What follows belongs to an exercise in optimizing a design on an open flow for small area, a short achievable clock period and few clock cycles per item; a production flow would make more cautious choices.
At most, simulation tests tie the RTL to the original design; equivalence was not proved.
Power figures rest on the tool's default switching activity, not on a simulated workload.

## countdown_stopwatch_7seg
module countdown_stopwatch_7seg
(
  input  logic clk,
  input  logic rst,
  input  logic cmd_valid,
  output logic cmd_stall,
  input  logic [14:0] cmd,
  output logic res_valid,
  input  logic res_stall,
  output logic [48:0] res
);
clock: 10.0 ns
lec_check: 0
abc_area: 1
cap_margin: 20
core_margin: 2
core_utilization: 40
setup_slack_margin: 5
slew_margin: 20
standard.sh (not shown) runs the stock make flow with config.mk's settings and CLKGATE_MAP_FILE= SYNTH_SCRIPT=/design/flow/synth_recipe.tcl, a recipe that flattens the netlist after the stock synthesis.
==> flow/flow/run.sh <==
#!/bin/bash
# Standard layout, with the port buffers made of buf_1 cells instead of the
# default delay buffers.
set -euo pipefail
cd "$(dirname "$0")/.."
export BUFFER_PORTS_ARGS="-buffer_cell sky130_fd_sc_hd__buf_1"
bash standard.sh > standard.log 2>&1
Testbench counts at the start, summed over its fixed seeds: cycles 20,882, items 16,000.
==> next run, changes <==
--- a/flow/design.v
+++ b/flow/design.v
@@ -94,19 +94,19 @@
     b4 = b3 && (mo == 4'd0);
     dec_digits[22]    = ({mt, mo, st, so, ct, co[3:1]} == '0);
     dec_digits[3:0]   = dec10(co);
     dec_digits[7:4]   = b0 ? dec10(ct) : ct;
     dec_digits[11:8]  = b1 ? dec10(so) : so;
     dec_digits[14:12] = b2 ? dec6(st) : st;
     dec_digits[18:15] = b3 ? dec10(mo) : mo;
     dec_digits[21:19] = b4 ? dec7(mt) : mt;
   endfunction
-  function automatic logic [23:0] step_digits(input logic [21:0] c,
+  function automatic logic [22:0] step_digits(input logic [21:0] c,
                                               input logic mb, sb, cb);
     logic [2:0] mt, st;
     logic [3:0] mo, so, ct, co;
     logic [4:0] qco, qct, qso, qmo, tmt;
     logic [3:0] qst;
     logic       lso, hso, lmo, hmo;
     logic [18:0] rest;
     {mt, mo, st, so, ct, co} = c;
     qco = m5({co, 1'b0});
@@ -115,19 +115,19 @@
     hso = qct[3] & sb;
     qso = m5({so, hso});
     qst = m3({st, qso[4]});
     lmo = qst[2] ^ mb;
     hmo = qst[3] | (qst[2] & mb);
     qmo = m5({mo, hmo});
     tmt = fmt({mt, qmo[4], qmo[3]});
     rest = {qmo[2:0], lmo, qst[1:0], qso[3], qso[2:0], lso, qct[2:0], qco[3],
             qco[2:0], cb};
-    step_digits = {tmt[4], tmt[3], tmt[2:0], rest};
+    step_digits = {tmt[4] || (tmt[3] && rest != '0), tmt[2:0], rest};
   endfunction
   logic [9:0]  set_cs, set_sec;
   logic [5:0]  set_min;
   logic        q_full, p_valid;
   logic [1:0]  q_kind, p_kind;
   logic [21:0] disp;
   logic        run, dirty, full, busy, sat;
   logic [3:0]  idx;
   logic [2:0]  nbits;
@@ -192,75 +192,70 @@
       q_full    <= q_full_n;
       p_valid   <= p_valid_n;
       cmd_stall <= q_full_n || busy_n ||
                    (p_valid_n && (dirty_n || full_n) &&
                     (p_kind_n == K_TOGGLE || (p_kind_n == K_TICK && run_n)));
     end
     p_kind <= p_kind_n;
     if (!q_full) q_kind <= c_kind;
   end
-  logic [23:0] step_out;
-  logic [22:0] dec_out;
-  logic        hi_q, eq6_q, over;
+  logic [22:0] step_out, dec_out;
   logic        cur_full;
   logic [21:0] next_disp, free_disp;
   logic [3:0]  idx_dn, top, top_dn, nb_idx;
   logic [9:0]  any_bit;
   function automatic logic [2:0] bits_at(input logic [3:0] i, input logic [5:0] m,
                                          input logic [9:0] s, input logic [9:0] c);
     bits_at = {i < 4'd6 && m[i[2:0]], i < 4'd10 && s[i], i < 4'd10 && c[i]};
   endfunction
   assign any_bit = set_cs | set_sec | {4'd0, set_min};
   always_comb begin
     top = 4'd0;
     for (int i = 1; i < 10; i++)
       if (any_bit[i]) top = 4'(i);
   end
   assign top_dn = top - 4'd1;
+  logic [2:0] start_bits;
+  assign start_bits = bits_at(top, set_min, set_sec, set_cs);
   assign idx_dn   = idx - 4'd1;
-  assign nb_idx   = start0 ? top_dn : (busy ? idx_dn : top);
+  assign nb_idx   = start ? top_dn : idx_dn;
   assign step_out = step_digits(disp, nbits[2], nbits[1], nbits[0]);
   assign dec_out  = dec_digits(disp);
-  assign over     = sat || hi_q || (eq6_q && disp[18:0] != '0);
-  assign cur_full = over || (tick0 && dec_out[22]);
+  assign cur_full = sat || (tick0 && dec_out[22]);
   always_comb begin
     if (go0 && shows && cur_full)
-      free_disp = (tick0 && over) ? {3'd5, 4'd9, 3'd5, 4'd9, 4'd9, 4'd9} : DIGITS_FULL;
-    else if (start0) free_disp = {3'd0, 3'd0, nbits[2], 3'd0, 3'd0, nbits[1],
-                                  4'd0, 3'd0, nbits[0]};
+      free_disp = (tick0 && sat) ? {3'd5, 4'd9, 3'd5, 4'd9, 4'd9, 4'd9} : DIGITS_FULL;
+    else if (start0) free_disp = {3'd0, 3'd0, start_bits[2], 3'd0, 3'd0, start_bits[1],
+                                  4'd0, 3'd0, start_bits[0]};
     else if (tick0)  free_disp = dec_out[21:0];
     else             free_disp = disp;
     if (busy)          next_disp = step_out[21:0];
     else if (out_free) next_disp = free_disp;
     else               next_disp = disp;
   end
   always_ff @(posedge clk) begin
     if (rst) begin
       res_valid <= 1'b0;
       run       <= 1'b0;
       dirty     <= 1'b0;
       full      <= 1'b1;
       busy      <= 1'b0;
       sat       <= 1'b0;
-      hi_q      <= 1'b0;
-      eq6_q     <= 1'b0;
       disp      <= '0;
     end else begin
       disp  <= next_disp;
       run   <= run_n;
       dirty <= dirty_n;
       full  <= full_n;
       busy  <= busy_n;
       if (out_free) res_valid <= go;
-      hi_q  <= busy && step_out[23];
-      eq6_q <= busy && step_out[22];
       if (start)     sat <= full;
-      else if (busy) sat <= over;
+      else if (busy) sat <= sat || step_out[22];
       else if (go)   sat <= 1'b0;
     end
     idx   <= nb_idx;
-    if (!(start0 && !out_free)) nbits <= bits_at(nb_idx, set_min, set_sec, set_cs);
+    nbits <= bits_at(nb_idx, set_min, set_sec, set_cs);
   end
   assign res = {1'b0, seg6(disp[14:12]), 1'b0, seg10(disp[11:8]),
                 1'b0, seg10(disp[7:4]), 1'b0, seg10(disp[3:0]),
                 1'b0, seg7(disp[21:19]), 1'b0, seg10(disp[18:15]), run};
 endmodule
Via count barely changes.
Core utilization barely changes.
Setup slack gets worse by 0.24 ns.
Total power grows by about 9%.
First-iteration DRC count grows by about 9%.
Final area shrinks by 3.0%.
Sequential share of layout area shrinks by 0.48 points.
Routed wire length grows by 0.50%.
Synthesized cell count shrinks by about 0.6%.
Cell count shrinks by about 1%.
Die area shrinks by 2.0%.
Worst hold slack is about the same.
Maximum frequency shrinks by 6.2%.
Count of clock-buffer cells in the layout grows by 1.
No functional check of the RTL was part of the second run of this note.

---

countdown_stopwatch_7seg, a different RTL version from the one above (not shown whole).
Size: about 800 cells after synthesis, roughly 68 flip-flops, roughly 70 I/O pins, ~4900 µm² of cells after synthesis.
==> flow/design.v (excerpt) <==
module countdown_stopwatch_7seg
(
  input  logic clk,
  input  logic rst,
  input  logic cmd_valid,
  output logic cmd_stall,
  input  logic [14:0] cmd,
  output logic res_valid,
  input  logic res_stall,
  output logic [48:0] res
);
export LEC_CHECK = 0
export ABC_AREA = 1
export CAP_MARGIN = 20
export CORE_MARGIN = 2
export CORE_UTILIZATION = 40
export SETUP_SLACK_MARGIN = 5
export SLEW_MARGIN = 20
create_clock -name core_clock -period 10.0 [get_ports {clk}]
Scripts as last shown in full above: flow/flow/run.sh
==> next run, changes <==
--- a/flow/design.v
+++ b/flow/design.v
@@ -160,21 +160,21 @@
     q_full_n  = q_full;
     p_valid_n = p_valid;
     p_kind_n  = p_kind;
     if (p_free) begin
       q_full_n  = 1'b0;
       p_valid_n = q_full || accept;
       p_kind_n  = q_full ? q_kind : c_kind;
     end else if (accept) begin
       q_full_n  = 1'b1;
     end
-    busy_n  = start || (busy && idx != 4'd0);
+    busy_n  = (start && top != 4'd0) || (busy && idx != 4'd0);
     run_n   = (go && p_kind == K_TOGGLE) ? !run : run;
     dirty_n = !start && (dirty || (go && p_kind == K_SET));
     full_n  = !start && !(go && p_kind == K_SET) && full;
   end
   always_ff @(posedge clk) begin
     if (rst) begin
       set_cs  <= '0;
       set_sec <= '0;
       set_min <= '0;
     end else if (accept && cmd[14]) begin
@@ -194,29 +194,45 @@
       cmd_stall <= q_full_n || busy_n ||
                    (p_valid_n && (dirty_n || full_n) &&
                     (p_kind_n == K_TOGGLE || (p_kind_n == K_TICK && run_n)));
     end
     p_kind <= p_kind_n;
     if (!q_full) q_kind <= c_kind;
   end
   logic [22:0] step_out, dec_out;
   logic        cur_full;
   logic [21:0] next_disp, free_disp;
-  logic [3:0]  idx_dn;
+  logic [3:0]  idx_dn, top, top_dn, nb_idx;
+  logic [9:0]  any_bit;
+  function automatic logic [2:0] bits_at(input logic [3:0] i, input logic [5:0] m,
+                                         input logic [9:0] s, input logic [9:0] c);
+    bits_at = {i < 4'd6 && m[i[2:0]], i < 4'd10 && s[i], i < 4'd10 && c[i]};
+  endfunction
+  assign any_bit = set_cs | set_sec | {4'd0, set_min};
+  always_comb begin
+    top = 4'd0;
+    for (int i = 1; i < 10; i++)
+      if (any_bit[i]) top = 4'(i);
+  end
+  assign top_dn = top - 4'd1;
+  logic [2:0] start_bits;
+  assign start_bits = bits_at(top, set_min, set_sec, set_cs);
   assign idx_dn   = idx - 4'd1;
+  assign nb_idx   = start0 ? top_dn : idx_dn;
   assign step_out = step_digits(disp, nbits[2], nbits[1], nbits[0]);
   assign dec_out  = dec_digits(disp);
   assign cur_full = sat || (tick0 && dec_out[22]);
   always_comb begin
     if (go0 && shows && cur_full)
       free_disp = (tick0 && sat) ? {3'd5, 4'd9, 3'd5, 4'd9, 4'd9, 4'd9} : DIGITS_FULL;
-    else if (start0) free_disp = {11'd0, 3'd0, set_sec[9], 4'd0, 3'd0, set_cs[9]};
+    else if (start0) free_disp = {3'd0, 3'd0, start_bits[2], 3'd0, 3'd0, start_bits[1],
+                                  4'd0, 3'd0, start_bits[0]};
     else if (tick0)  free_disp = dec_out[21:0];
     else             free_disp = disp;
     if (busy)          next_disp = step_out[21:0];
     else if (out_free) next_disp = free_disp;
     else               next_disp = disp;
   end
   always_ff @(posedge clk) begin
     if (rst) begin
       res_valid <= 1'b0;
       run       <= 1'b0;
@@ -229,18 +245,17 @@
       disp  <= next_disp;
       run   <= run_n;
       dirty <= dirty_n;
       full  <= full_n;
       busy  <= busy_n;
       if (out_free) res_valid <= go;
       if (start)     sat <= full;
       else if (busy) sat <= sat || step_out[22];
       else if (go)   sat <= 1'b0;
     end
-    idx   <= start ? 4'd8 : idx_dn;
-    nbits <= start ? {1'b0, set_sec[8], set_cs[8]}
-                   : {idx_dn < 4'd6 && set_min[idx_dn[2:0]], set_sec[idx_dn], set_cs[idx_dn]};
+    idx   <= nb_idx;
+    nbits <= bits_at(nb_idx, set_min, set_sec, set_cs);
   end
   assign res = {1'b0, seg6(disp[14:12]), 1'b0, seg10(disp[11:8]),
                 1'b0, seg10(disp[7:4]), 1'b0, seg10(disp[3:0]),
                 1'b0, seg7(disp[21:19]), 1'b0, seg10(disp[18:15]), run};
 endmodule
What happened:
- clock power is higher by 20%
- sequential share of layout area is lower by 1.5 points
- non-clock buffer count does not change
- power is lower by 2.9%
- global-route usage is higher by 0.78 points
- clock-buffer cell count stays the same
- maximum frequency is higher by about 1.7%
- synthesized area is higher by about 4.5%
- setup slack gains 0.062 ns
- utilization is higher by 0.83 points
- sequential cell count does not change
- routed wire length is higher by about 8%
Testbench counts after the change, summed over its fixed seeds: cycles 20,882, items 16,000.
The RTL of the first run of this note was laid out without a check of its function.

[re-timing with driven ports]
Ports are ideal in the flow. The routed layouts listed here were re-timed in OpenROAD. Step 1 sets driving cells, clkbuf_16 on the clock port and buf_2 on the other inputs (assumed; they add their load-dependent delay and slew). Step 2 times the ports against the registers' clock, not the clock port: input delays grow and output delays shrink by t, the midpoint of the rising clock arrivals with the driver on. a / b / c = no drivers / after step 1 / after step 2; a / b = the first two.
| run | t (ns) | setup slack, ns | clock arrival spread, ns |
|---|---|---|---|
| the first run of note 1 | 0.365 | 6.348 / 6.307 / 6.445 | 0.008 / 0.007 |
| the second run of note 1 | 0.369 | 6.107 / 6.128 / 5.759 | 0.008 / 0.008 |
| the first run of note 2 | 0.365 | 6.325 / 6.288 / 6.385 | 0.010 / 0.010 |
| the second run of note 2 | 0.377 | 6.386 / 6.347 / 6.415 | 0.009 / 0.008 |
After both steps every run listed still meets setup and hold. For the second run of note 1, which loses most, drivers alone change the setup slack by +0.021 ns; drivers and shift together by -0.348 ns.
